What follows belongs to an exercise in optimizing a design on an open flow for small area and a short achievable clock period; a production flow would make more cautious choices.
Function was not checked in any run shown here: the RTL went through the layout flow alone.
No activity file was given, so power comes from the tool's default toggle rates.

[design/flow/design.v]
package fpu_pkg;
	typedef logic [31:0] float_t;         
	typedef logic signed [31:0] word_t;   
	typedef logic [7:0] exp_t;            
	typedef logic [22:0] frac_t;          
	localparam exp_t EXP_BIAS = 8'd127;
	localparam exp_t EXP_SPECIAL = 8'd255;   
	localparam exp_t EXP_INT_MIN = 8'd150;   
	localparam exp_t EXP_FTOI_MAX = 8'd158;  
	typedef struct packed {
		logic [5:0] op1;  
		logic [4:0] fmt;  
		logic [5:0] op2;  
	} fpu_instr_t;
	localparam logic [5:0] OPC_COP1 = 6'b010001;
	localparam logic [4:0] FMT_S = 5'b10000;
	localparam logic [4:0] FMT_W_TO_S = 5'b00100;  
	localparam logic [4:0] FMT_S_TO_W = 5'b00000;  
	localparam logic [5:0] FN_ABS = 6'd5;
	localparam logic [5:0] FN_NEG = 6'd7;
	localparam logic [5:0] FN_FLOOR = 6'd15;
	localparam logic [5:0] FN_CVT = 6'd0;  
	typedef logic [2:0] op_code_t;
	localparam op_code_t OP_ABS = 3'd0;
	localparam op_code_t OP_NEG = 3'd1;
	localparam op_code_t OP_FLOOR = 3'd2;
	localparam op_code_t OP_FTOI = 3'd3;
	localparam op_code_t OP_ITOF = 3'd4;
	typedef struct packed {
		logic invalid;
		logic div0;     
		logic nan;
		logic ovf;
	} fpu_exc_t;
endpackage
`timescale 1ns/1ns
module fpu_decode (
	input logic [16:0] instr_w,
	output logic is_abs,
	output logic is_neg,
	output logic is_floor,
	output logic is_ftoi,
	output logic is_itof,
	output logic invalid
);
	logic cop1;
	logic fmt_s;
	logic cvt;
	assign cop1 = (instr_w[16:11] == 6'b010001);
	assign fmt_s = (instr_w[10:6] == 5'b10000);
	assign cvt = (instr_w[5:0] == 6'd0);
	assign is_abs = cop1 & fmt_s & (instr_w[5:0] == 6'd5);
	assign is_neg = cop1 & fmt_s & (instr_w[5:0] == 6'd7);
	assign is_floor = cop1 & fmt_s & (instr_w[5:0] == 6'd15);
	assign is_ftoi = cop1 & cvt & (instr_w[10:6] == 5'b00000);
	assign is_itof = cop1 & cvt & (instr_w[10:6] == 5'b00100);
	assign invalid = ~(is_abs | is_neg | is_floor | is_ftoi | is_itof);
endmodule
`timescale 1ns/1ns
module fp_floor (
	input logic [31:0] x,
	output logic [31:0] a,
	output logic cin,
	output logic tiny,           
	output logic neg_one         
);
	logic s;
	logic [7:0] e;
	logic [22:0] f;
	logic is_nan;
	logic [22:0] clr;            
	assign s = x[31];
	assign e = x[30:23];
	assign f = x[22:0];
	assign is_nan = (e == 8'hff) && (f != '0);
	assign tiny = (e < 8'd127);
	assign neg_one = s & (x[30:0] != '0);
	always_comb begin
		for (int i = 0; i < 23; i++) begin
			clr[i] = (e < 8'(150 - i));  
		end
	end
	assign cin = s & (|(f & clr));
	always_comb begin
		a = {s, e, f | {is_nan, 22'd0}};
		for (int i = 0; i < 23; i++) begin
			if (clr[i]) begin
				a[i] = cin;
			end
		end
	end
endmodule
`timescale 1ns/1ns
module fp_to_int (
	input logic [31:0] x,
	output logic [31:0] d,       
	output logic [4:0] r,        
	output logic in_range,       
	output logic min_int,        
	output logic ovf,
	output logic nan
);
	logic s;
	logic [7:0] e;
	logic [22:0] f;
	assign s = x[31];
	assign e = x[30:23];
	assign f = x[22:0];
	assign d = {1'b1, f, 8'd0};
	assign r = 5'(5'd29 - e[4:0]);   
	assign in_range = (e >= 8'd126) && (e <= 8'd157);
	assign nan = (e == 8'hff) && (f != '0);
	assign min_int = s && (e == 8'd158) && (f == '0);
	assign ovf = ((e > 8'd158) && !nan) || ((e == 8'd158) && !(s && (f == '0)));
endmodule
`timescale 1ns/1ns
module int_to_fp (
	input logic [31:0] x,
	input logic [31:0] n,        
	output logic [31:0] d,       
	output logic [4:0] lz,
	output logic [31:0] a,
	output logic cin
);
	logic s;
	logic [31:0] u;
	logic z;
	logic [4:0] lead;
	logic [7:0] e;
	assign s = x[31];
	assign u = x ^ {32{s}};
	always_comb begin
		for (int i = 0; i < 32; i++) begin
			d[i] = u[31 - i];
		end
	end
	logic [15:0] z1;
	logic [15:0] c1;
	logic [7:0] z2;
	logic [1:0] c2 [8];
	logic [3:0] z3;
	logic [2:0] c3 [4];
	logic [1:0] z4;
	logic [3:0] c4 [2];
	always_comb begin
		for (int j = 0; j < 16; j++) begin
			z1[j] = ~(u[2*j+1] | u[2*j]);
			c1[j] = ~u[2*j+1];
		end
		for (int j = 0; j < 8; j++) begin
			z2[j] = z1[2*j+1] & z1[2*j];
			c2[j] = z1[2*j+1] ? {1'b1, c1[2*j]} : {1'b0, c1[2*j+1]};
		end
		for (int j = 0; j < 4; j++) begin
			z3[j] = z2[2*j+1] & z2[2*j];
			c3[j] = z2[2*j+1] ? {1'b1, c2[2*j]} : {1'b0, c2[2*j+1]};
		end
		for (int j = 0; j < 2; j++) begin
			z4[j] = z3[2*j+1] & z3[2*j];
			c4[j] = z3[2*j+1] ? {1'b1, c3[2*j]} : {1'b0, c3[2*j+1]};
		end
	end
	assign z = z4[1] & z4[0];
	assign lz = z4[1] ? {1'b1, c4[0]} : {1'b0, c4[1]};
	assign lead = ~lz;
	assign e = z ? {1'b0, {6{s}}, 1'b0} : (8'd127 + {3'd0, lead});
	assign cin = s ? (n[7] | (n[8] & (&n[6:0])))
		: (n[7] & (n[8] | (|n[6:0])));
	assign a = {s, e, n[30:8]};
endmodule
`timescale 1ns/1ns
module fpu_result (
	input logic clk,
	input logic rst_n,
	input logic is_abs,
	input logic is_neg,
	input logic is_floor,
	input logic is_ftoi,
	input logic is_itof,
	input logic invalid,
	input logic [31:0] x1,
	input logic [31:0] x2,
	input logic [31:0] fl_a,
	input logic fl_cin,
	input logic fl_tiny,
	input logic fl_neg_one,
	input logic [31:0] ft_d,
	input logic [4:0] ft_r,
	input logic ft_in_range,
	input logic ft_min_int,
	input logic ft_ovf,
	input logic ft_nan,
	input logic [31:0] it_d,
	input logic [4:0] it_lz,
	output logic [31:0] it_n,
	input logic [31:0] it_a,
	input logic it_cin,
	output logic [31:0] y,
	output logic [3:0] exc
);
	logic sel_sgn;
	logic sel_fl;
	logic sel_ft;
	logic sel_it;
	logic fl_small;
	logic sh_s;
	logic [31:0] sh_d;
	logic [4:0] sh_r;
	logic [31:0] sh_o;
	logic [31:0] a;
	logic cin;
	logic [3:0] exc_d;
	assign sh_s = is_itof ? x2[31] : x1[31];
	assign sh_d = is_itof ? it_d : (ft_d ^ {32{x1[31]}});
	assign sh_r = is_itof ? it_lz : ft_r;
	logic [31:0] sh_1;
	logic [31:0] sh_2;
	logic [31:0] sh_3;
	logic [31:0] sh_4;
	assign sh_1 = sh_r[4] ? {{16{sh_s}}, sh_d[31:16]} : sh_d;
	assign sh_2 = sh_r[3] ? {{8{sh_s}}, sh_1[31:8]} : sh_1;
	assign sh_3 = sh_r[2] ? {{4{sh_s}}, sh_2[31:4]} : sh_2;
	assign sh_4 = sh_r[1] ? {{2{sh_s}}, sh_3[31:2]} : sh_3;
	assign sh_o = sh_r[0] ? {sh_s, sh_4[31:1]} : sh_4;
	always_comb begin
		for (int i = 0; i < 32; i++) begin
			it_n[i] = sh_o[31 - i];
		end
	end
	assign sel_sgn = rst_n & (is_abs | is_neg);
	assign sel_fl = rst_n & is_floor & ~fl_tiny;
	assign sel_ft = rst_n & is_ftoi & ft_in_range;
	assign sel_it = rst_n & is_itof;
	assign fl_small = rst_n & is_floor & fl_tiny;
	assign a = ({32{sel_sgn}} & {is_neg & ~x1[31], x1[30:0]})
		| ({32{sel_fl}} & fl_a)
		| ({32{sel_ft}} & {x1[31], sh_o[31:1]})
		| ({32{sel_it}} & it_a)
		| {(fl_small & x1[31]) | (rst_n & is_ftoi & ft_min_int), 1'b0, {7{fl_small & fl_neg_one}}, 23'd0};
	assign cin = (sel_fl & fl_cin) | (sel_ft & sh_o[0]) | (sel_it & it_cin);
	assign exc_d = {rst_n & invalid, 1'b0, rst_n & is_ftoi & ft_nan, rst_n & is_ftoi & ft_ovf};
	logic [31:0] a_q;
	logic cin_q;
	always_ff @(posedge clk) begin
		a_q <= a;
		cin_q <= cin;
		exc <= exc_d;
	end
	logic [7:0] grp;             
	logic [7:0] gpre;            
	logic [7:0] gc;              
	logic [31:0] c;              
	always_comb begin
		for (int j = 0; j < 8; j++) begin
			grp[j] = &a_q[4*j +: 4];
		end
		gpre[0] = 1'b1;
		gpre[1] = grp[0];
		gpre[2] = grp[0] & grp[1];
		gpre[3] = gpre[2] & grp[2];
		gpre[4] = gpre[2] & grp[2] & grp[3];
		gpre[5] = gpre[4] & grp[4];
		gpre[6] = gpre[4] & grp[4] & grp[5];
		gpre[7] = gpre[6] & grp[6];
		for (int j = 0; j < 8; j++) begin
			gc[j] = cin_q & gpre[j];
			c[4*j] = gc[j];
			c[4*j+1] = gc[j] & a_q[4*j];
			c[4*j+2] = gc[j] & a_q[4*j] & a_q[4*j+1];
			c[4*j+3] = gc[j] & a_q[4*j] & a_q[4*j+1] & a_q[4*j+2];
		end
	end
	assign y = a_q ^ c;
endmodule
`timescale 1ns/1ns
module fpu_unit (
	input logic clk,
	input logic rst_n,
	input logic [16:0] instr,
	input logic [31:0] x1,    
	input logic signed [31:0] x2,     
	output logic [31:0] y,
	output logic [3:0] exc
);
	logic is_abs, is_neg, is_floor, is_ftoi, is_itof, invalid;
	logic [31:0] fl_a;
	logic fl_cin;
	logic fl_tiny;
	logic fl_neg_one;
	logic [31:0] ft_d;
	logic [4:0] ft_r;
	logic ft_in_range;
	logic ft_min_int;
	logic ft_ovf;
	logic ft_nan;
	logic [31:0] it_d;
	logic [4:0] it_lz;
	logic [31:0] it_n;
	logic [31:0] it_a;
	logic it_cin;
	fpu_decode fpu_decode_i (
		.instr_w  (instr),
		.is_abs   (is_abs),
		.is_neg   (is_neg),
		.is_floor (is_floor),
		.is_ftoi  (is_ftoi),
		.is_itof  (is_itof),
		.invalid  (invalid)
	);
	fp_floor fp_floor_i (
		.x       (x1),
		.a       (fl_a),
		.cin     (fl_cin),
		.tiny    (fl_tiny),
		.neg_one (fl_neg_one)
	);
	fp_to_int fp_to_int_i (
		.x        (x1),
		.d        (ft_d),
		.r        (ft_r),
		.in_range (ft_in_range),
		.min_int  (ft_min_int),
		.ovf      (ft_ovf),
		.nan      (ft_nan)
	);
	int_to_fp int_to_fp_i (
		.x   (x2),
		.n   (it_n),
		.d   (it_d),
		.lz  (it_lz),
		.a   (it_a),
		.cin (it_cin)
	);
	fpu_result fpu_result_i (
		.clk         (clk),
		.rst_n       (rst_n),
		.is_abs      (is_abs),
		.is_neg      (is_neg),
		.is_floor    (is_floor),
		.is_ftoi     (is_ftoi),
		.is_itof     (is_itof),
		.invalid     (invalid),
		.x1          (x1),
		.x2          (x2),
		.fl_a        (fl_a),
		.fl_cin      (fl_cin),
		.fl_tiny     (fl_tiny),
		.fl_neg_one  (fl_neg_one),
		.ft_d        (ft_d),
		.ft_r        (ft_r),
		.ft_in_range (ft_in_range),
		.ft_min_int  (ft_min_int),
		.ft_ovf      (ft_ovf),
		.ft_nan      (ft_nan),
		.it_d        (it_d),
		.it_lz       (it_lz),
		.it_n        (it_n),
		.it_a        (it_a),
		.it_cin      (it_cin),
		.y           (y),
		.exc         (exc)
	);
endmodule
[design/flow/flow/run.sh]
#!/bin/bash
# standard layout, with plain buffers on the ports instead of delay buffers
set -euo pipefail
export BUFFER_PORTS_ARGS="-buffer_cell sky130_fd_sc_hd__buf_1"
bash standard.sh finish > standard.log 2>&1
[design/flow/standard.sh]
#!/bin/bash
# synth_recipe.tcl (not shown) runs the flow's synth.tcl, then flattens the netlist and writes it again
# the make line also repeats each setting of config.mk as NAME=value (left out here)
make -C /OpenROAD-flow-scripts/flow DESIGN_CONFIG=/design/flow/config.mk WORK_HOME=/design/flow/orfs CLKGATE_MAP_FILE= SYNTH_SCRIPT=/design/flow/synth_recipe.tcl "${@:-finish}"
[design/flow/config.mk]
export PLATFORM = sky130hd
export DESIGN_NAME = fpu_unit
export DESIGN_NICKNAME = fpu_unit
export VERILOG_FILES = /design/flow/design.v
export SDC_FILE = /design/flow/constraint.sdc
export NUM_CORES = 4
export LEC_CHECK = 0
export ABC_AREA = 1
export CAP_MARGIN = 20
export CORE_MARGIN = 2
export CORE_UTILIZATION = 40
export CTS_BUF_LIST = sky130_fd_sc_hd__clkbuf_8
export SETUP_SLACK_MARGIN = 3.6
export SLEW_MARGIN = 20
[design/flow/constraint.sdc]
create_clock -name core_clock -period 8.0 [get_ports {clk}]
set_input_delay 1.6000 -clock core_clock [delete_from_list [all_inputs] [get_ports {clk}]]
set_output_delay 1.6000 -clock core_clock [all_outputs]
set_load 0.01 [all_outputs]
==> metrics.yaml, run 1 <==
track_usage_pct: 30.4
slew_violations: 0
async_reset_ff_share_pct: 0
synth_area_leader_cell: "nand2_1"
syn-num-nets: 1337
critPathKind: "in -> reg"
drtIter0Drc: 1110
placed_area_um2: 7250
core_um2: 16600
layout-drive-gt1-share_pct: 12.0
ys.flop_type: "dfxtp_1"
arrival_ps: 4490
min_path_type: "in -> reg"
yosysMostFrequentCell: "nand2_1"
cts_root_buf: "clkbuf_8"
first_pass_iters: 6
io_buffers: 117
swShare_pct: 50.6
crit_path_end_kind: "flip-flop"
drt-wirelength-per-cell_um: 18.6
dieWidth_um: 135
rsz0062_at_grt: "true"
tightestPinTransition_ps: 858
syn2layout_area_growth_pct: 16.3
finalInstanceArea_um2: 7960
hpwl_um: 22100
die_height_um: 135
htreeDepth: 2
antenna_found_initial: 2
die-area_um2: 18200
p_int_mw: 0.390
setup_tns_ps: 0
synth_area_um2: 6850
avgSynthCellArea_um2: 5.58
clockBufferDepth: 2
cts_buffers: 5
vias_per_cell: 5.80
startpoint_type: "primary input"
tritoncts: "built"
grt_pass1_wl_um: 43100
postSynthCellCount: 1226
gp_congestion: 1.04
grt_max_degree: 40
drt-total-wl_um: 29000
yosysUniqueCellTypes: 56
power_switching_mw: 0.400
synthTopCellsByCount: "nand2_1 (429), nand3_1 (150), inv_1 (113), nor2_1 (71), o21ai_0 (65)"
cts_hold_buf: 0
ios: 119
outcome: "complete, no violations"
diodes: 0
power.share.clock_pct: 18.9
synth-edff-count: 0
synth_top_area_share_pct: 23.5
synth.ff_latch_count: 36
fmax_mhz: 230
fin_crit_ps: 4340
clkTransAtPathRegs_ps: 90
crit_required_ps: 8150
cts.sinks: 36
ys_seq_area_share_pct: 10.5
p_leak_nw: 3.96
overflow: 0
vdd_drop_max_v: 0.0000578
path_max_fanout: 23
grt_pass1_vias: 7884
drc: 0
comb_power_share_pct: 58.3
nets: 1447
setup_viol: 0
cap_violations: 0
finalHoldViolCount: 0
antenna_left: 0
initial_core_util_pct: 41.1
rows: 47
route.vias.total: 9035
yosysWarningCount: 6
powerDensity_nw_per_um2: 99.3
relSlewSlack_pct: 42.5
pwr-share-seq_pct: 22.7
ys_top_cells_by_area: "nand2_1 (24%), nand3_1 (11%), dfxtp_1 (11%)"
period_share_pct: 54.3
==> metal layers <==
layer	track usage [%]	vias to the layer above	part of all wire (%)
met5	0	-	0.038
met4	12.2	2	5.1
met3	4.80	117	9.8
met2	48.2	559	43
met1	41.3	4054	42
li1	-	4303	-
==> logic make-up after synthesis <==
family,Yosys count,synth area share [%]
compound gates,211,18.6
xor+xnor,31,4.90
fa+ha+maj,28,5.12
buf+inv,177,12.1
flops,36,10.5
other cells,1,0.0548
simple gates,742,48.7
==> cell type report <==
type,count,area [µm²]
clock buffers,6,82.6
clock inverters,2,13.8
fillers,1890,8680
inverters,123,503
multi-input cells,1021,5630
flip-flops and latches,36,721
well taps,220,275
repair buffers,148,731
repair inverters,1,11.3
==> cell usage in the layout, fill, tap and decap left out, drive strengths merged <==
master / count
a211o: 1
a211oi: 1
a21boi: 3
a21oi: 39
a221oi: 4
a22oi: 8
a31oi: 14
and2: 1
buf: 146
clkbuf: 8
clkinv: 3
conb: 1
dfxtp: 36
ha: 28
inv: 123
nand2: 462
nand3: 167
nand4: 19
nor2: 79
nor3: 10
nor3b: 1
nor4: 5
nor4b: 1
o2111ai: 6
o211ai: 9
o21a: 8
o21ai: 103
o21bai: 1
o221ai: 2
o22ai: 13
o31ai: 2
or2: 2
xnor2: 20
xor2: 11
==> through the flow <==
step	std cells	utilization (%)	power [mW]	hold slack, ps	worst slack [ps]
after floorplan	1226	-	0.489	1720	4240
after global placement	1515	43.5	0.591	1980	2350
after detailed placement	1515	43.6	0.591	1970	2350
after CTS	1534	45.6	0.750	1650	3600
after global routing	1557	47.8	0.839	1670	3550
final	1557	47.8	0.791	1660	3660
==> critical path, stage by stage <==
cell,delay [ps]
buf_12,160
buf_12,150
inv_8,70
nand2_1,80
nand2_1,110
nor2_4,140
nand2_2,130
nor2_8,210
nand2_4,100
nor2_1,280
nand3_1,330
o21ai_2,290
inv_1,170
a221oi_2,450
o21ai_0,190
==> final timing paths <==
path	to	startpoint	cells after the start
max	fpu_result_i.a_q[24]	x2[31]	15
min	fpu_result_i.exc[3]	rst_n	3
==> power by group through the flow <==
stage	Combinational, mW	Sequential, mW	Clock (mW)
floorplan	0.305	0.184	0
global placement	0.407	0.184	0
detailed placement	0.407	0.184	0
CTS	0.421	0.180	0.149
global route	0.503	0.180	0.156
finish	0.461	0.180	0.150
==> sequential cells by signal (all words and copies together), names as in the netlist <==
name                flops
fpu_result_i.exc        3
fpu_result_i.a_q       32
fpu_result_i.cin_q      1
==> what timing repair did <==
item,CTS,global route
gates resized for setup,30,42
pin swaps,3,7
setup buffers,7,18
endpoints found under the setup margin,33,35
gates cloned,4,5
==> run 2, diff against run 1 <==
--- a/design/flow/design.v
+++ b/design/flow/design.v
@@ -41,6 +41,7 @@
 	output logic is_floor,
 	output logic is_ftoi,
 	output logic is_itof,
+	output logic src_int,        
 	output logic invalid
 );
 	logic cop1;
@@ -54,12 +55,14 @@
 	assign is_floor = cop1 & fmt_s & (instr_w[5:0] == 6'd15);
 	assign is_ftoi = cop1 & cvt & (instr_w[10:6] == 5'b00000);
 	assign is_itof = cop1 & cvt & (instr_w[10:6] == 5'b00100);
+	assign src_int = instr_w[8];
 	assign invalid = ~(is_abs | is_neg | is_floor | is_ftoi | is_itof);
 endmodule
 `timescale 1ns/1ns
 module fp_floor (
 	input logic [31:0] x,
-	output logic [31:0] a,
+	input logic en,              
+	output logic [22:0] frac,
 	output logic cin,
 	output logic tiny,           
 	output logic neg_one         
@@ -77,15 +80,15 @@
 	assign neg_one = s & (x[30:0] != '0);
 	always_comb begin
 		for (int i = 0; i < 23; i++) begin
-			clr[i] = (e < 8'(150 - i));  
+			clr[i] = en & (e < 8'(150 - i));  
 		end
 	end
 	assign cin = s & (|(f & clr));
 	always_comb begin
-		a = {s, e, f | {is_nan, 22'd0}};
+		frac = f | {en & is_nan, 22'd0};   
 		for (int i = 0; i < 23; i++) begin
 			if (clr[i]) begin
-				a[i] = cin;
+				frac[i] = cin;
 			end
 		end
 	end
@@ -115,25 +118,16 @@
 endmodule
 `timescale 1ns/1ns
 module int_to_fp (
-	input logic [31:0] x,
+	input logic s,
+	input logic [31:0] u,        
 	input logic [31:0] n,        
-	output logic [31:0] d,       
 	output logic [4:0] lz,
 	output logic [31:0] a,
 	output logic cin
 );
-	logic s;
-	logic [31:0] u;
 	logic z;
 	logic [4:0] lead;
 	logic [7:0] e;
-	assign s = x[31];
-	assign u = x ^ {32{s}};
-	always_comb begin
-		for (int i = 0; i < 32; i++) begin
-			d[i] = u[31 - i];
-		end
-	end
 	logic [15:0] z1;
 	logic [15:0] c1;
 	logic [7:0] z2;
@@ -177,10 +171,11 @@
 	input logic is_floor,
 	input logic is_ftoi,
 	input logic is_itof,
+	input logic src_int,
 	input logic invalid,
 	input logic [31:0] x1,
 	input logic [31:0] x2,
-	input logic [31:0] fl_a,
+	input logic [22:0] fl_frac,
 	input logic fl_cin,
 	input logic fl_tiny,
 	input logic fl_neg_one,
@@ -190,7 +185,7 @@
 	input logic ft_min_int,
 	input logic ft_ovf,
 	input logic ft_nan,
-	input logic [31:0] it_d,
+	output logic [31:0] it_u,
 	input logic [4:0] it_lz,
 	output logic [31:0] it_n,
 	input logic [31:0] it_a,
@@ -198,11 +193,11 @@
 	output logic [31:0] y,
 	output logic [3:0] exc
 );
-	logic sel_sgn;
-	logic sel_fl;
+	logic sel_x;
 	logic sel_ft;
 	logic sel_it;
 	logic fl_small;
+	logic sgn;
 	logic sh_s;
 	logic [31:0] sh_d;
 	logic [4:0] sh_r;
@@ -210,34 +205,40 @@
 	logic [31:0] a;
 	logic cin;
 	logic [3:0] exc_d;
-	assign sh_s = is_itof ? x2[31] : x1[31];
-	assign sh_d = is_itof ? it_d : (ft_d ^ {32{x1[31]}});
-	assign sh_r = is_itof ? it_lz : ft_r;
+	always_comb begin
+		for (int i = 0; i < 32; i++) begin
+			sh_d[i] = src_int ? x2[31 - i] : ft_d[i];
+		end
+	end
+	assign sh_s = src_int ? x2[31] : x1[31];
+	assign sh_r = src_int ? it_lz : ft_r;
+	logic [31:0] sh_0;
 	logic [31:0] sh_1;
 	logic [31:0] sh_2;
 	logic [31:0] sh_3;
 	logic [31:0] sh_4;
-	assign sh_1 = sh_r[4] ? {{16{sh_s}}, sh_d[31:16]} : sh_d;
+	assign sh_0 = sh_d ^ {32{sh_s}};
+	assign sh_1 = sh_r[4] ? {{16{sh_s}}, sh_0[31:16]} : sh_0;
 	assign sh_2 = sh_r[3] ? {{8{sh_s}}, sh_1[31:8]} : sh_1;
 	assign sh_3 = sh_r[2] ? {{4{sh_s}}, sh_2[31:4]} : sh_2;
 	assign sh_4 = sh_r[1] ? {{2{sh_s}}, sh_3[31:2]} : sh_3;
 	assign sh_o = sh_r[0] ? {sh_s, sh_4[31:1]} : sh_4;
 	always_comb begin
 		for (int i = 0; i < 32; i++) begin
+			it_u[i] = sh_0[31 - i];
 			it_n[i] = sh_o[31 - i];
 		end
 	end
-	assign sel_sgn = rst_n & (is_abs | is_neg);
-	assign sel_fl = rst_n & is_floor & ~fl_tiny;
+	assign sel_x = rst_n & (is_abs | is_neg | (is_floor & ~fl_tiny));
 	assign sel_ft = rst_n & is_ftoi & ft_in_range;
 	assign sel_it = rst_n & is_itof;
 	assign fl_small = rst_n & is_floor & fl_tiny;
-	assign a = ({32{sel_sgn}} & {is_neg & ~x1[31], x1[30:0]})
-		| ({32{sel_fl}} & fl_a)
+	assign sgn = is_neg ? ~x1[31] : (x1[31] & ~is_abs);
+	assign a = ({32{sel_x}} & {sgn, x1[30:23], fl_frac})
 		| ({32{sel_ft}} & {x1[31], sh_o[31:1]})
 		| ({32{sel_it}} & it_a)
 		| {(fl_small & x1[31]) | (rst_n & is_ftoi & ft_min_int), 1'b0, {7{fl_small & fl_neg_one}}, 23'd0};
-	assign cin = (sel_fl & fl_cin) | (sel_ft & sh_o[0]) | (sel_it & it_cin);
+	assign cin = (sel_x & fl_cin) | (sel_ft & sh_o[0]) | (sel_it & it_cin);
 	assign exc_d = {rst_n & invalid, 1'b0, rst_n & is_ftoi & ft_nan, rst_n & is_ftoi & ft_ovf};
 	logic [31:0] a_q;
 	logic cin_q;
@@ -282,8 +283,8 @@
 	output logic [31:0] y,
 	output logic [3:0] exc
 );
-	logic is_abs, is_neg, is_floor, is_ftoi, is_itof, invalid;
-	logic [31:0] fl_a;
+	logic is_abs, is_neg, is_floor, is_ftoi, is_itof, src_int, invalid;
+	logic [22:0] fl_frac;
 	logic fl_cin;
 	logic fl_tiny;
 	logic fl_neg_one;
@@ -293,7 +294,7 @@
 	logic ft_min_int;
 	logic ft_ovf;
 	logic ft_nan;
-	logic [31:0] it_d;
+	logic [31:0] it_u;
 	logic [4:0] it_lz;
 	logic [31:0] it_n;
 	logic [31:0] it_a;
@@ -305,11 +306,13 @@
 		.is_floor (is_floor),
 		.is_ftoi  (is_ftoi),
 		.is_itof  (is_itof),
+		.src_int  (src_int),
 		.invalid  (invalid)
 	);
 	fp_floor fp_floor_i (
 		.x       (x1),
-		.a       (fl_a),
+		.en      (is_floor),
+		.frac    (fl_frac),
 		.cin     (fl_cin),
 		.tiny    (fl_tiny),
 		.neg_one (fl_neg_one)
@@ -324,9 +327,9 @@
 		.nan      (ft_nan)
 	);
 	int_to_fp int_to_fp_i (
-		.x   (x2),
+		.s   (x2[31]),
+		.u   (it_u),
 		.n   (it_n),
-		.d   (it_d),
 		.lz  (it_lz),
 		.a   (it_a),
 		.cin (it_cin)
@@ -339,10 +342,11 @@
 		.is_floor    (is_floor),
 		.is_ftoi     (is_ftoi),
 		.is_itof     (is_itof),
+		.src_int     (src_int),
 		.invalid     (invalid),
 		.x1          (x1),
 		.x2          (x2),
-		.fl_a        (fl_a),
+		.fl_frac     (fl_frac),
 		.fl_cin      (fl_cin),
 		.fl_tiny     (fl_tiny),
 		.fl_neg_one  (fl_neg_one),
@@ -352,7 +356,7 @@
 		.ft_min_int  (ft_min_int),
 		.ft_ovf      (ft_ovf),
 		.ft_nan      (ft_nan),
-		.it_d        (it_d),
+		.it_u        (it_u),
 		.it_lz       (it_lz),
 		.it_n        (it_n),
 		.it_a        (it_a),
--- a/design/flow/config.mk
+++ b/design/flow/config.mk
@@ -8,7 +8,6 @@
 export ABC_AREA = 1
 export CAP_MARGIN = 20
 export CORE_MARGIN = 2
-export CORE_UTILIZATION = 40
-export CTS_BUF_LIST = sky130_fd_sc_hd__clkbuf_8
-export SETUP_SLACK_MARGIN = 3.6
+export CORE_UTILIZATION = 65
+export SETUP_SLACK_MARGIN = 3.3
 export SLEW_MARGIN = 20
==> run 2 against run 1 <==
Net effect:
- still clean on timing, DRC and antenna
- hold slack better by 3.5 ps
- synthesized cell count down 3.3%
- clock-buffer cell count unchanged
- total power up 2.8%
- highest routed layer is now met4
==> metrics.yaml, run 2 <==
outcome: "complete, no violations"
yosysMostFrequentCell: "nand2_1"
drc: 0
synth.ff_latch_count: 36
cts_root_buf: "clkbuf_8"
ios: 119
initial_core_util_pct: 67.6
crit_path_end_kind: "flip-flop"
io_buffers: 117
ys_top_cells_by_area: "nand2_1 (23%), nand3_1 (12%), dfxtp_1 (11%)"
yosysUniqueCellTypes: 55
cts_buffers: 5
htreeDepth: 2
first_pass_iters: 8
overflow: 0
setup_tns_ps: 0
async_reset_ff_share_pct: 0
critPathKind: "in -> reg"
grt_max_degree: 40
ys_seq_area_share_pct: 10.8
syn2layout_area_growth_pct: 10.3
powerDensity_nw_per_um2: 110
diodes: 0
final_common_cell: "nand2_1"
syn-num-nets: 1296
yosysWarningCount: 6
dp_slack_ps: 2200
synth_area_leader_cell: "nand2_1"
setup_slack_ps: 3460
rsz0062_at_grt: "false"
cts.sinks: 36
relSlewSlack_pct: 42.6
nets: 1378
grt_pass1_wl_um: 36000
route.vias.total: 8614
track_usage_pct: 40.3
startpoint_type: "primary input"
synth_top_area_share_pct: 23.5
postSynthCellCount: 1185
timing.hold.ws_ps: 1660
path_cells: "buf_1, inv_1, nor2_1, inv_1, nand2_1, inv_1, o21ai_2, nand2_2, o21ai_0, nor2_1, a31oi_1, nand2_1, a31oi_1, nand2_1, nand3_1, nand3_1"
arrival_ps: 4690
synth_area_um2: 6670
period_share_pct: 56.7
max_stage_delay_ps: 380
cap_violations: 0
dieWidth_um: 105
core_um2: 9860
largest_reg_flops: 32
gp_congestion: 1.07
setup_viol: 0
antenna_found_initial: 1
min_path_type: "in -> reg"
die-area_um2: 11100
synth-edff-count: 0
finalHoldViolCount: 0
die_height_um: 105
antenna_left: 0
fmax_mhz: 220
path_max_fanout: 15
cts_hold_buf: 0
clkTransAtPathRegs_ps: 70
slowest_stage: "buf_1"
drtIter0Drc: 1230
fin_crit_ps: 4540
crit_required_ps: 8150
p_leak_nw: 3.74
fillerInstances: 902
avgSynthCellArea_um2: 5.63
ys.flop_type: "dfxtp_1"
drt-wirelength-per-cell_um: 17.3
clockBufferDepth: 2
rows: 36
drt-total-wl_um: 24300
slew_violations: 0
final_cell_mix: "nand2_1 (415), nand3_1 (159), buf_1 (115), inv_1 (100), nor2_1 (62)"
tritoncts: "built"
top_regs: "fpu_result_i.a_q: 32 flops, fpu_result_i.exc: 3 flops, fpu_result_i.cin_q: 1 flops"
layout-drive-gt1-share_pct: 8.75
tightestPinTransition_ps: 859
vias_per_cell: 6.15
vdd_drop_max_v: 0.0000732
synthTopCellsByCount: "nand2_1 (417), nand3_1 (160), inv_1 (100), nor2_1 (63), o21ai_1 (59)"
top_register: "fpu_result_i.a_q"
grt_pass1_vias: 7462
hpwl_um: 18400
run 2: cell count changes in the layout (fill, tap and decap cells not counted), moves of 7 or more:
cell     previous run  this run
inv_1             113       100
buf_4              28         7
mux2i_1             0        10
nand2_1           422       415
nand3_1           149       159
xnor2_1            12         1
nor2_4              8         1
o21ai_0            60        43
o21ai_1            38        58
nand2_2            25        17
run 2: kinds of logic (layout without fill, tap and decap cells):
logic type      after synthesis  after routing  synth area share, %
simple gates                732            738                 50.5
compound gates              191            192                 16.3
buf+inv                     167            243                 12.2
flops                        36             36                 10.8
fa+ha+maj                    28             28                 5.25
xor+xnor                     18             18                 2.81
mux                          12             12                 1.99
other cells                   1              1               0.0562
run 2: area by class of cell:
type	instances	area, µm²	share of cell area [%]
clock buffer	6	72.6	0.987
inverter	107	422	5.73
tap	133	166	2.26
multi-input combinational	989	5350	72.8
timing repair buffer	128	588	7.99
sequential	36	721	9.80
clock inverter	2	35.0	0.476
run 2: metal layers:
metal / vias up / track usage [%] / wire [µm]
li1: 4115 / - / -
met1: 3734 / 50.9 / 9120
met2: 647 / 64.1 / 10600
met3: 118 / 10.2 / 3290
met4: 0 / 19.0 / 1210
met5: - / 0 / 0
run 2: where the power goes:
group	internal (mW)	switching, mW
Clock	0.0924	0.0630
Sequential	0.179	0.0000511
Combinational	0.144	0.334
Total	0.416	0.397
run 2: path summary, 6_finish.rpt:
kind,slack [ps],depth (start not counted),to,from
worst max-delay path,3460,16,fpu_result_i.a_q[7],x1[24]
worst min-delay path,1660,3,fpu_result_i.exc[3],rst_n
run 2: worst max-delay path, delay by kind of cell:
| kind | cells | cell delay [ps] |
|---|---|---|
| compound gates | 4 | 1220 |
| buf+inv | 4 | 710 |
| simple gates | 8 | 1150 |
run 2: timing repair:
| action | in CTS | in global routing |
|---|---|---|
| cloned | 1 | 7 |
| endpoints found under the setup margin | 32 | 37 |
| pin swaps | 1 | 3 |
| gates resized for setup | 17 | 26 |
| buffers inserted | 0 | 7 |
run 2: through the flow:
stage / cell area, µm² / utilization, % / total power [mW] / cells
2_1_floorplan: 6670 / - / 0.524 / 1185
3_3_place_gp: 6890 / 69.9 / 0.604 / 1378
3_5_place_dp: 6890 / 69.9 / 0.609 / 1378
4_1_cts: 7070 / 71.7 / 0.766 / 1387
5_1_grt: 7360 / 74.6 / 0.859 / 1401
6_report: 7360 / 74.6 / 0.813 / 1401
==> run 3, diff against run 2 <==
--- a/design/flow/config.mk
+++ b/design/flow/config.mk
@@ -8,6 +8,7 @@
 export ABC_AREA = 1
 export CAP_MARGIN = 20
 export CORE_MARGIN = 2
-export CORE_UTILIZATION = 65
+export CORE_UTILIZATION = 60
+export GPL_TIMING_DRIVEN = 1
 export SETUP_SLACK_MARGIN = 3.3
 export SLEW_MARGIN = 20
==> run 3 against run 2 <==
Net effect:
- maximum frequency increased by 0.10%
- first-iteration DRC count decreased by 19%
- still clean
- via count decreased by 3.2%
- highest routed layer unchanged
- combinational power decreased by 3%
- synthesized cell count unchanged
- largest cell class unchanged
==> metrics.yaml, run 3 <==
ys.flop_type: "dfxtp_1"
hold_depth: 3
outcome: "complete, no violations"
yosysMostFrequentCell: "nand2_1"
yosysWarningCount: 6
power.share.clock_pct: 19.5
drt-total-wl_um: 23600
hpwl_um: 18500
initial_core_util_pct: 61.5
die_height_um: 109
route.vias.total: 8340
path_max_fanout: 30
vdd_drop_max_v: 0.000105
synthAdderAreaFrac_pct: 5.25
tightestPinTransition_ps: 877
cap_violations: 0
first_pass_iters: 6
setup_tns_ps: 0
cts_hold_buf: 0
arrival_ps: 4760
synth.mux.area_fraction_pct: 1.99
powerDensity_nw_per_um2: 110
pwr-share-seq_pct: 22.4
grt_max_degree: 41
postSynthCellCount: 1185
synth.ff_latch_count: 36
power_switching_mw: 0.390
nets: 1371
crit_family: "simple AND/OR/NAND/NOR gates"
min_from: "rst_n"
dp_cells: 1385
gp_congestion: 1.03
overflow: 0
synth-xor-area-share_pct: 2.81
cts.sinks: 36
layout-drive-gt1-share_pct: 8.09
antenna_found_initial: 1
clkTransAtPathRegs_ps: 70
core_um2: 10800
track_usage_pct: 38.4
yosys.area_share.simple_pct: 50.5
startpoint_type: "primary input"
vias_per_cell: 5.95
comb_power_share_pct: 58.2
syn-num-nets: 1296
antenna_left: 0
min_path_type: "in -> reg"
io_buffers: 117
critPathKind: "in -> reg"
setup_slack_ps: 3470
cts_root_buf: "clkbuf_8"
fin_crit_ps: 4530
max_stage_delay_ps: 490
p_int_mw: 0.412
synth_top_area_share_pct: 23.5
ys_seq_area_share_pct: 10.8
setup_viol: 0
synth-edff-count: 0
tritoncts: "built"
crit_path_end_kind: "flip-flop"
grt_pass1_wl_um: 35800
synth_compound_area_share_pct: 16.3
die-area_um2: 12000
final_common_cell: "nand2_1"
clockBufferDepth: 2
fillerInstances: 1104
multi_input_area_um2: 5320
largest_reg_flops: 32
swShare_pct: 48.6
synth_area_um2: 6670
syn2layout_area_growth_pct: 9.45
yosysUniqueCellTypes: 55
final_cell_mix: "nand2_1 (415), nand3_1 (160), buf_1 (114), inv_1 (100), nor2_1 (63)"
hold_end: "fpu_result_i.exc[3]"
slew_violations: 0
async_reset_ff_share_pct: 0
dieWidth_um: 109
rows: 38
p_leak_nw: 3.69
synth_area_leader_cell: "nand2_1"
fmax_mhz: 221
relSlewSlack_pct: 41.4
avgSynthCellArea_um2: 5.63
cp_num_buf_inv: 4
ios: 119
synth_top_family_by_area: "simple AND/OR/NAND/NOR gates"
fin_cells: 1401
synthTopCellsByCount: "nand2_1 (417), nand3_1 (160), inv_1 (100), nor2_1 (63), o21ai_1 (59)"
top_regs: "fpu_result_i.a_q: 32 flops, fpu_result_i.exc: 3 flops, fpu_result_i.cin_q: 1 flops"
htreeDepth: 2
drc: 0
drt-wirelength-per-cell_um: 16.8
ys_top_cells_by_area: "nand2_1 (23%), nand3_1 (12%), dfxtp_1 (11%)"
period_share_pct: 56.7
cts_buffers: 5
rsz0062_at_grt: "true"
finalHoldViolCount: 0
drtIter0Drc: 992
diodes: 0
top_register: "fpu_result_i.a_q"
grt_pass1_vias: 7182
regArea_um2: 721
crit_required_ps: 8230
dp_slack_ps: 2200
slowest_stage: "o21ai_4"
path_cells: "clkbuf_8, buf_16, nand2_4, nand2_8, clkinv_8, nand2_1, nand2_1, nand2_4, inv_2, nand2_1, nor2_1, nor2_1, o21ai_1, nand3_1, nand2_4, o21ai_4, nand3_1, nand2_1, nand2_1, nor2_1, nand2_1, a21oi_1, nand2_1, nand2_1"
cp_common_cell: "nand2_1"
==> run 3: power by group through the flow <==
stage	clock network [mW]	registers (mW)	logic, mW
after global placement	0	0.184	0.424
final	0.156	0.179	0.466
after CTS	0.157	0.179	0.436
after floorplan	0	0.184	0.340
after detailed placement	0	0.184	0.426
after global routing	0.166	0.179	0.514
==> run 3: how the worst max path moves through the flow <==
stage | startpoint | endpoint | slack, ps | cells after the start
final | instr[8] | fpu_result_i.cin_q | 3470 | 24
after floorplan | instr[8] | fpu_result_i.a_q[14] | 3990 | 23
after detailed placement | instr[8] | fpu_result_i.cin_q | 2200 | 25
after global routing | instr[8] | fpu_result_i.cin_q | 3170 | 26
after global placement | instr[8] | fpu_result_i.cin_q | 2320 | 25
after CTS | instr[8] | fpu_result_i.a_q[7] | 3370 | 20
==> run 3: repair_timing <==
action | in CTS | in global routing
gates resized for setup | 19 | 20
gates cloned | 1 | 4
setup endpoints to repair | 32 | 34
pin swaps | 1 | 2
setup buffers | 0 | 3
==> run 3: layout make-up <==
type | count | area share (%)
clock buffers | 5 | 0.942
well taps | 140 | 2.40
multi-input cells | 986 | 72.8
flip-flops and latches | 36 | 9.87
inverters | 107 | 5.77
clock inverters | 3 | 0.583
repair buffers | 124 | 7.64
==> run 3: logic make-up after synthesis <==
| family | after synthesis |
|---|---|
| other cells | 1 |
| compound gates | 191 |
| xor+xnor | 18 |
| mux | 12 |
| buf+inv | 167 |
| simple gates | 732 |
| fa+ha+maj | 28 |
| flops | 36 |
==> run 3: per-layer routing <==
| layer | up-vias | part of all wire [%] | track usage (%) | wire, µm |
|---|---|---|---|---|
| li1 | 4095 | - | - | - |
| met1 | 3665 | 40 | 50.9 | 9520 |
| met2 | 508 | 44 | 60.9 | 10500 |
| met3 | 72 | 11 | 8.36 | 2680 |
| met4 | 0 | 3.7 | 14.2 | 880 |
| met5 | - | 0 | 0 | 0 |
==> run 3: metrics by stage <==
| stage | hold slack, ps | cell area [µm²] | util [%] | total power [mW] |
|---|---|---|---|---|
| CTS | 1660 | 7100 | 65.5 | 0.772 |
| floorplan | 1730 | 6670 | - | 0.524 |
| global route | 1710 | 7300 | 67.4 | 0.859 |
| global placement | 1950 | 6900 | 63.6 | 0.607 |
| finish | 1660 | 7300 | 67.4 | 0.802 |
| detailed placement | 1950 | 6900 | 63.6 | 0.610 |
==> run 4, diff against run 3 <==
--- a/design/flow/config.mk
+++ b/design/flow/config.mk
@@ -8,7 +8,6 @@
 export ABC_AREA = 1
 export CAP_MARGIN = 20
 export CORE_MARGIN = 2
-export CORE_UTILIZATION = 60
-export GPL_TIMING_DRIVEN = 1
+export CORE_UTILIZATION = 40
 export SETUP_SLACK_MARGIN = 3.3
 export SLEW_MARGIN = 20
==> run 4 against run 3 <==
Net effect:
- still clean
- utilization fell by 22 points
- non-clock buffer count grew 3
- total power is 4.3% higher
- clock power is 21% higher
- first-iteration DRC count down 20%
- flip-flop and latch count stayed put
- sequential share of layout area decreased by 0.13 points
- cell count grew 5.9%
- critical path type unchanged
- largest power group unchanged
==> metrics.yaml, run 4 <==
outcome: "complete, no violations"
die_height_um: 133
synth_compound_area_share_pct: 16.3
syn-num-nets: 1296
startpoint: "instr[8]"
cts.sinks: 36
rsz0062_at_grt: "true"
finalHoldViolCount: 0
wl_met3_um: 2440
top_register: "fpu_result_i.a_q"
drc: 0
synthAdderAreaFrac_pct: 5.25
dp_slack_ps: 2140
cap_violations: 0
drt-total-wl_um: 25700
yosysUniqueCellTypes: 55
ys_seq_area_share_pct: 10.8
layout-drive-gt1-share_pct: 8.15
overflow: 0
fin_crit_ps: 4580
grt_max_degree: 39
yosysWarningCount: 6
critPathKind: "in -> reg"
yosys.area_share.simple_pct: 50.5
final_cell_mix: "nand2_1 (415), nand3_1 (159), buf_1 (114), inv_1 (100), nor2_1 (63)"
slew_violations: 0
drtIter0Drc: 791
synth.mux.area_fraction_pct: 1.99
track_usage_pct: 28.2
largest_reg_flops: 32
ys_top_cells_by_area: "nand2_1 (23%), nand3_1 (12%), dfxtp_1 (11%)"
max_stage_delay_ps: 490
powerDensity_nw_per_um2: 113
vdd_drop_max_v: 0.0000702
cts_hold_buf: 0
hold_depth: 3
top_regs: "fpu_result_i.a_q: 32 flops, fpu_result_i.exc: 3 flops, fpu_result_i.cin_q: 1 flops"
async_reset_ff_share_pct: 0
ys.flop_type: "dfxtp_1"
tritoncts: "built"
setup_viol: 0
synth-edff-count: 0
first_pass_iters: 7
min_path_type: "in -> reg"
rows: 47
die-area_um2: 17700
hpwl_um: 20400
htreeDepth: 2
clkTransAtPathRegs_ps: 60
crit_path_end_kind: "flip-flop"
core_um2: 16500
postSynthCellCount: 1185
slowest_stage: "o21ai_1"
gp_congestion: 0.958
diodes: 0
nets: 1374
min_from: "rst_n"
drt-wirelength-per-cell_um: 17.3
relSlewSlack_pct: 44.0
setup_slack_ps: 3420
synth_top_family_by_area: "simple AND/OR/NAND/NOR gates"
antenna_left: 0
cts_buffers: 5
cts_root_buf: "clkbuf_16"
dp_cells: 1467
grt_pass1_wl_um: 39400
fin_cells: 1484
synth-xor-area-share_pct: 2.81
highest_layer: "met4"
path_max_fanout: 35
clockBufferDepth: 2
timing.hold.ws_ps: 1630
startpoint_type: "primary input"
io_buffers: 117
crit_required_ps: 8130
arrival_ps: 4720
antenna_found_initial: 0
path_cells: "buf_12, buf_16, nand2_1, o21ai_0, xnor2_1, nand2_1, nor2_2, nand2_2, nor2_1, nand4_1, o21ai_1, a21oi_1, a211oi_1, o21ai_0"
route.vias.total: 8347
syn2layout_area_growth_pct: 10.9
fmax_mhz: 218
p_leak_nw: 3.72
synth_area_um2: 6670
setup_tns_ps: 0
synth_top_area_share_pct: 23.5
avgSynthCellArea_um2: 5.63
ios: 119
initial_core_util_pct: 40.5
yosysMostFrequentCell: "nand2_1"
drt-met1-wl_um: 11000
tightestPinTransition_ps: 838
synth.ff_latch_count: 36
grt_pass1_vias: 7434
final_common_cell: "nand2_1"
period_share_pct: 57.3
synth_area_leader_cell: "nand2_1"
dieWidth_um: 133
synthTopCellsByCount: "nand2_1 (417), nand3_1 (160), inv_1 (100), nor2_1 (63), o21ai_1 (59)"
vias_per_cell: 5.62
dr_wl_met2_um: 11400
==> run 4: changes by cell type in the layout (fill, tap and decap cells not counted), moves of 2 or more <==
cell,before,now
buf_4,3,9
clkbuf_8,6,0
clkbuf_16,1,5
nand2_8,8,4
nand2_4,13,16
nand2_2,14,16
o21ai_2,9,7
==> run 4: worst max-delay path, delay by kind of cell <==
family                    cells  cell delay [ps]
AOI/OAI and AO/OA             5             1320
buffers and inverters         2              350
xor gates and xnor gates      1              330
and+or+nand+nor               6             1090
==> run 4: stage by stage <==
| stage | area (µm²) | power, mW | utilization [%] |
|---|---|---|---|
| 6_report | 7400 | 0.836 | 44.9 |
| 3_3_place_gp | 7010 | 0.622 | 42.6 |
| 5_1_grt | 7400 | 0.893 | 44.9 |
| 2_1_floorplan | 6670 | 0.524 | - |
| 3_5_place_dp | 7010 | 0.619 | 42.6 |
| 4_1_cts | 7220 | 0.815 | 43.8 |
==> run 4: report_power, final <==
| group | internal, mW | switching, mW |
|---|---|---|
| clock network | 0.115 | 0.0748 |
| registers | 0.180 | 0.0000998 |
| logic | 0.139 | 0.328 |
==> run 4: kinds of logic after synthesis <==
group | count (synthesis)
and+or+nand+nor | 732
xor gates and xnor gates | 18
adders and majority gates | 28
AOI/OAI and AO/OA | 191
muxes | 12
other | 1
DFF | 36
buffers and inverters | 167
==> run 4: final timing paths <==
check / to / slack, ps
max: fpu_result_i.a_q[24] / 3420
min: fpu_result_i.exc[3] / 1630
==> run 4: layer usage <==
metal	vias to the layer above	track usage (%)
met3	60	5.63
met1	3739	38.3
met4	0	8.69
li1	4101	-
met2	447	45.0
met5	-	0
==> run 4: cell type report <==
class / count / area, µm²
clock buffer: 5 / 125
clock inverter: 3 / 18.8
fill: 1841 / 9070
inverter: 107 / 427
multi-input combinational: 986 / 5280
sequential: 36 / 721
tap: 220 / 275
timing repair buffer: 127 / 556
==> run 4: repair_timing <==
item	CTS	global route
setup buffers	0	5
pin swaps	1	3
cloned	1	3
resized for setup	13	22
setup endpoints to repair	32	38
==> run 5, diff against run 4 <==
--- a/design/flow/config.mk
+++ b/design/flow/config.mk
@@ -9,5 +9,5 @@
 export CAP_MARGIN = 20
 export CORE_MARGIN = 2
 export CORE_UTILIZATION = 40
-export SETUP_SLACK_MARGIN = 3.3
+export SETUP_SLACK_MARGIN = 3.6
 export SLEW_MARGIN = 20
==> run 5 against run 4 <==
Net effect:
- design area up 9.4%
- synthesized cell count unchanged
- cell count up 2.4%
- flip-flop and latch count is the same
- global-route usage is 0.34 points higher
- setup slack better by 250 ps
- non-clock buffer count increased by 26
- critical endpoint is now fpu_result_i.a_q[7]
- highest routed layer unchanged
==> metrics.yaml, run 5 <==
clkTransAtPathRegs_ps: 60
min_path_type: "in -> reg"
fin_crit_ps: 4330
synth-edff-count: 0
dieWidth_um: 133
cts.sinks: 36
yosysWarningCount: 6
antenna_left: 0
setup_viol: 0
multi_input_area_um2: 5640
drtIter0Drc: 925
top_register: "fpu_result_i.a_q"
grt_pass1_wl_um: 39900
fillerInstances: 1765
final_cell_mix: "nand2_1 (405), nand3_1 (155), buf_1 (111), inv_1 (98), nor2_1 (60)"
ios: 119
syn-num-nets: 1296
ys_seq_area_share_pct: 10.8
hpwl_um: 20400
slew_violations: 0
tightestPinTransition_ps: 836
startpoint_type: "primary input"
async_reset_ff_share_pct: 0
yosysMostFrequentCell: "nand2_1"
crit_required_ps: 8150
vias_per_cell: 5.70
period_share_pct: 54.2
cts_root_buf: "clkbuf_16"
first_pass_iters: 6
route.vias.total: 8669
cp_common_cell: "nand2_1"
cts_buffers: 5
startpoint: "instr[8]"
relSlewSlack_pct: 44.1
p_int_mw: 0.464
rsz0062_at_grt: "true"
synthTopCellsByCount: "nand2_1 (417), nand3_1 (160), inv_1 (100), nor2_1 (63), o21ai_1 (59)"
power.share.clock_pct: 21.3
p_leak_nw: 4.00
diodes: 0
antenna_found_initial: 0
finalHoldViolCount: 0
endpoint: "fpu_result_i.a_q[7]"
synth_area_leader_cell: "nand2_1"
fmax_mhz: 231
initial_core_util_pct: 40.5
vdd_drop_max_v: 0.0000710
yosysUniqueCellTypes: 55
gp_congestion: 0.958
track_usage_pct: 28.5
fin_cells: 1520
regArea_um2: 721
cp_num_buf_inv: 3
pwr-share-seq_pct: 20.1
swShare_pct: 48.2
top_regs: "fpu_result_i.a_q: 32 flops, fpu_result_i.exc: 3 flops, fpu_result_i.cin_q: 1 flops"
critPathKind: "in -> reg"
htreeDepth: 2
drt-total-wl_um: 27200
dp_cells: 1467
rows: 47
power_switching_mw: 0.431
ys_top_cells_by_area: "nand2_1 (23%), nand3_1 (12%), dfxtp_1 (11%)"
final_common_cell: "nand2_1"
syn2layout_area_growth_pct: 21.3
path_cells: "clkbuf_16, buf_16, nand2_1, o21ai_1, xnor2_1, nand2_1, nor2_4, nand2_2, nand2_4, nand3_4, nand2_8, buf_4, nor2_1, a31oi_1, nand2_1, a31oi_2, nand2_1, nand3_1, nand3_1"
io_buffers: 117
slowest_stage: "xnor2_1"
grt_max_degree: 39
arrival_ps: 4490
core_um2: 16500
layout-drive-gt1-share_pct: 13.7
die-area_um2: 17700
max_stage_delay_ps: 330
tritoncts: "built"
synth_top_area_share_pct: 23.5
comb_power_share_pct: 58.7
crit_path_end_kind: "flip-flop"
postSynthCellCount: 1185
path_depth: 19
drc: 0
crit_family: "simple AND/OR/NAND/NOR gates"
overflow: 0
path_max_fanout: 18
avgSynthCellArea_um2: 5.63
ys.flop_type: "dfxtp_1"
nets: 1410
cap_violations: 0
setup_tns_ps: 0
largest_reg_flops: 32
synth_area_um2: 6670
synth.ff_latch_count: 36
outcome: "complete, no violations"
die_height_um: 133
powerDensity_nw_per_um2: 111
drt-wirelength-per-cell_um: 17.9
cts_hold_buf: 0
grt_pass1_vias: 7496
clockBufferDepth: 2
## run 5: how the worst min path moves through the flow
stage	from	end	depth (start not counted)
after floorplan	x1[29]	fpu_result_i.a_q[29]	2
after global placement	rst_n	fpu_result_i.exc[3]	3
after detailed placement	rst_n	fpu_result_i.exc[3]	3
after CTS	rst_n	fpu_result_i.exc[3]	3
after global routing	rst_n	fpu_result_i.exc[3]	3
final	rst_n	fpu_result_i.exc[3]	3
## run 5: kinds of logic after synthesis
logic type	after synthesis	share of synthesized area [%]
simple gates	732	50.5
compound gates	191	16.3
buf+inv	167	12.2
flops	36	10.8
fa+ha+maj	28	5.25
xor+xnor	18	2.81
mux	12	1.99
other cells	1	0.0562
## run 5: per-layer routing
metal | vias up | global-route usage, % | share of wire [%]
met2 | 511 | 45.3 | 45
met1 | 3893 | 39.0 | 42
met4 | 0 | 9.46 | 4.0
li1 | 4190 | - | -
met3 | 75 | 5.25 | 9.9
met5 | - | 0 | 0
## run 5: stage by stage
step                      utilization [%]  hold slack, ps  instance area, µm²  setup WS [ps]  power, mW
after floorplan                         -            1730                6670           3990      0.524
after global placement               42.6            1930                7010           2180      0.622
after global routing                 49.1            1670                8090           3530      0.950
final                                49.1            1620                8090           3670      0.896
after CTS                            44.6            1620                7350           3550      0.825
after detailed placement             42.6            1920                7010           2140      0.619
## run 5: timing repair
action	in CTS	in global routing
cloned	3	13
setup buffers	0	29
endpoints found under the setup margin	40	35
pin swaps	2	23
resized for setup	33	75
## run 5: area by class of cell
cell class | instances | area share (%)
timing repair buffer | 153 | 10.3
inverter | 107 | 5.66
clock inverter | 3 | 0.232
multi-input combinational | 994 | 69.7
tap | 220 | 3.40
sequential | 36 | 8.91
timing repair inverter | 2 | 0.201
clock buffer | 5 | 1.55
## run 5: power by group through the flow
stage	registers (mW)	clock network, mW	logic, mW
4_1_cts	0.180	0.193	0.453
2_1_floorplan	0.184	0	0.340
5_1_grt	0.180	0.200	0.571
6_report	0.180	0.190	0.526
3_5_place_dp	0.184	0	0.435
3_3_place_gp	0.184	0	0.438
==> run 6, diff against run 5 <==
==> design/flow/flow/run.sh (replaced) <==
#!/bin/bash
# standard layout, with plain buffers on the ports instead of delay buffers
set -euo pipefail
export BUFFER_PORTS_ARGS="-buffer_cell sky130_fd_sc_hd__buf_2"
bash standard.sh finish > standard.log 2>&1
--- a/design/flow/config.mk
+++ b/design/flow/config.mk
@@ -8,6 +8,6 @@
 export ABC_AREA = 1
 export CAP_MARGIN = 20
 export CORE_MARGIN = 2
-export CORE_UTILIZATION = 40
-export SETUP_SLACK_MARGIN = 3.6
+export CORE_UTILIZATION = 60
+export SETUP_SLACK_MARGIN = 3.3
 export SLEW_MARGIN = 20
==> run 6 against run 5 <==
Net effect:
- still clean
- combinational power fell by about 10%
- utilization is 19 points higher
- non-clock buffer count shrank 27
- die area shrank 32%
- total power down 10%
- first-iteration DRC count is 30% higher
- synthesized area stayed put
==> metrics.yaml, run 6 <==
clockBufferDepth: 2
p_leak_nw: 4.07
min_path_type: "in -> reg"
grt_max_degree: 68
drtIter0Drc: 1199
layout-drive-gt1-share_pct: 17.2
power_switching_mw: 0.389
relSlewSlack_pct: 44.1
synth_top_area_share_pct: 23.5
cp_common_cell: "nand2_1"
dr_wl_met2_um: 10500
dieWidth_um: 109
setup_viol: 0
htreeDepth: 2
min_from: "rst_n"
highest_layer: "met4"
route.vias.total: 8391
path_cells: "buf_2, buf_12, nand2_4, nand2_4, nand2_1, nand2_2, nand2_4, nor2_8, nand2_4, nor2_8, nand2_2, nand2_2, nand2_2, nand2_4, nand2_1, nand2_1, nand2_1, nand3_1, nand2_1, nand2_1, o2111ai_1"
yosysUniqueCellTypes: 55
cts.sinks: 36
finalHoldViolCount: 0
yosysMostFrequentCell: "nand2_1"
core_um2: 10800
final_common_cell: "nand2_1"
ios: 119
cts_buffers: 5
gp_congestion: 1.04
fmax_mhz: 219
grt_pass1_wl_um: 36300
comb_power_share_pct: 58.6
crit_path_end_kind: "flip-flop"
die-area_um2: 12000
wl_met3_um: 2840
top_regs: "fpu_result_i.a_q: 32 flops, fpu_result_i.exc: 3 flops, fpu_result_i.cin_q: 1 flops"
synth.ff_latch_count: 36
swShare_pct: 48.2
syn2layout_area_growth_pct: 11.0
cts_root_buf: "clkbuf_8"
ys_seq_area_share_pct: 10.8
top_register: "fpu_result_i.a_q"
crit_required_ps: 8090
first_pass_iters: 6
period_share_pct: 57.2
antenna_found_initial: 0
cts_hold_buf: 0
cap_violations: 0
drt-wirelength-per-cell_um: 17.2
outcome: "complete, no violations"
tightestPinTransition_ps: 837
hold_end: "fpu_result_i.exc[3]"
avgSynthCellArea_um2: 5.63
async_reset_ff_share_pct: 0
syn-num-nets: 1296
startpoint_type: "primary input"
slowest_stage: "nand2_4"
fin_crit_ps: 4570
synthTopCellsByCount: "nand2_1 (417), nand3_1 (160), inv_1 (100), nor2_1 (63), o21ai_1 (59)"
timing.hold.ws_ps: 1640
arrival_ps: 4670
critPathKind: "in -> reg"
synth-edff-count: 0
rows: 38
synth_area_um2: 6670
grt_pass1_vias: 7173
die_height_um: 109
hpwl_um: 18700
drt-total-wl_um: 24100
hold_depth: 3
drc: 0
powerDensity_nw_per_um2: 109
nets: 1372
antenna_left: 0
max_stage_delay_ps: 290
initial_core_util_pct: 61.5
diodes: 0
track_usage_pct: 39.0
vias_per_cell: 5.99
vdd_drop_max_v: 0.0000934
path_max_fanout: 34
p_int_mw: 0.418
final_cell_mix: "nand2_1 (415), nand3_1 (160), buf_2 (117), inv_1 (100), nor2_1 (62)"
slew_violations: 0
cp_num_buf_inv: 2
crit_family: "simple AND/OR/NAND/NOR gates"
clkTransAtPathRegs_ps: 70
setup_tns_ps: 0
drt-met1-wl_um: 9690
power.share.clock_pct: 19.1
largest_reg_flops: 32
ys.flop_type: "dfxtp_1"
yosysWarningCount: 6
postSynthCellCount: 1185
pwr-share-seq_pct: 22.3
io_buffers: 117
tritoncts: "built"
synth_area_leader_cell: "nand2_1"
overflow: 0
rsz0062_at_grt: "true"
ys_top_cells_by_area: "nand2_1 (23%), nand3_1 (12%), dfxtp_1 (11%)"
## run 6: cell counts after synthesis
No cell type changed its count.
## run 6: worst max path at each step
stage	from	slack, ps	to	cells past startpoint
floorplan	instr[8]	3990	fpu_result_i.a_q[14]	23
global placement	instr[8]	2560	fpu_result_i.cin_q	25
detailed placement	instr[8]	2440	fpu_result_i.cin_q	25
CTS	instr[8]	3310	fpu_result_i.cin_q	25
global route	instr[8]	3190	fpu_result_i.cin_q	25
finish	instr[8]	3430	fpu_result_i.a_q[26]	21
## run 6: layer usage
layer	vias up	track usage (%)
met2	524	61.4
met5	-	0
met1	3681	52.0
met4	0	15.4
met3	95	8.00
li1	4091	-
## run 6: what timing repair did
| item | CTS | global route |
|---|---|---|
| setup buffers | 0 | 5 |
| pin swaps | 1 | 2 |
| setup endpoints to repair | 32 | 34 |
| resized for setup | 11 | 20 |
| cloned | 1 | 3 |
## run 6: power groups by stage
| stage | combinational (mW) | sequential [mW] | clock (mW) |
|---|---|---|---|
| after floorplan | 0.340 | 0.184 | 0 |
| after global placement | 0.430 | 0.184 | 0 |
| after detailed placement | 0.433 | 0.184 | 0 |
| after CTS | 0.440 | 0.179 | 0.154 |
| after global routing | 0.517 | 0.179 | 0.164 |
| final | 0.473 | 0.179 | 0.154 |
## run 6: area by class of cell
| class | count | area [µm²] |
|---|---|---|
| clock buffers | 6 | 72.6 |
| clock inverters | 2 | 35.0 |
| fillers | 1093 | 3440 |
| inverters | 107 | 422 |
| multi-input cells | 985 | 5280 |
| flip-flops and latches | 36 | 721 |
| well taps | 140 | 175 |
| repair buffers | 126 | 703 |
## run 6: worst min-delay path: cells and delay by family
family,cells,cell delay [ps]
buffers and inverters,2,220
and+or+nand+nor,1,60
## run 6: cells by family (layout without fill, tap and decap cells)
group / Yosys count / in the layout / share of synthesized area (%)
adders and majority gates: 28 / 28 / 5.25
xor gates and xnor gates: 18 / 18 / 2.81
AOI/OAI and AO/OA: 191 / 192 / 16.3
muxes: 12 / 12 / 1.99
buffers and inverters: 167 / 241 / 12.2
and+or+nand+nor: 732 / 734 / 50.5
other: 1 / 1 / 0.0562
DFF: 36 / 36 / 10.8
## run 6: metrics by stage
step / power, mW / util (%) / worst slack (ps) / instances / instance area (µm²)
3_3_place_gp: 0.613 / 65.0 / 2560 / 1385 / 7040
3_5_place_dp: 0.616 / 65.0 / 2440 / 1385 / 7040
5_1_grt: 0.860 / 68.3 / 3190 / 1402 / 7400
2_1_floorplan: 0.524 / - / 3990 / 1185 / 6670
4_1_cts: 0.773 / 66.5 / 3310 / 1394 / 7210
6_report: 0.806 / 68.3 / 3430 / 1402 / 7400

==> static timing again, ports no longer ideal <==
In the flow no input, the clock included, has a driving cell. The finished layouts below were timed again as built, in two steps.
Step 1 assumes that a clkbuf_16 drives the clock port and a buf_2 every other input.
Step 2 times the ports against the registers' clock, not the clock port: input delays grow and output delays shrink by t, the midpoint of the rising clock arrivals with the driver on.
Three values: ideal ports, drivers, drivers and shift; two values: the first two.
| run | t (ns) | setup WS [ns] | clock arrival spread, ns |
|---|---|---|---|
| run 1 | 0.334 | 3.658 / 3.631 / 3.298 | 0.019 / 0.019 |
| run 2 | 0.312 | 3.463 / 3.466 / 3.154 | 0.005 / 0.005 |
| run 3 | 0.311 | 3.468 / 3.456 / 3.145 | 0.005 / 0.006 |
| run 4 | 0.320 | 3.416 / 3.393 / 3.074 | 0.009 / 0.009 |
| run 5 | 0.319 | 3.665 / 3.618 / 3.300 | 0.009 / 0.009 |
| run 6 | 0.305 | 3.427 / 3.428 / 3.123 | 0.006 / 0.005 |
After both steps every run listed still meets setup and hold. For run 5, which loses most, drivers alone change the setup slack by -0.047 ns; drivers and shift together by -0.365 ns.
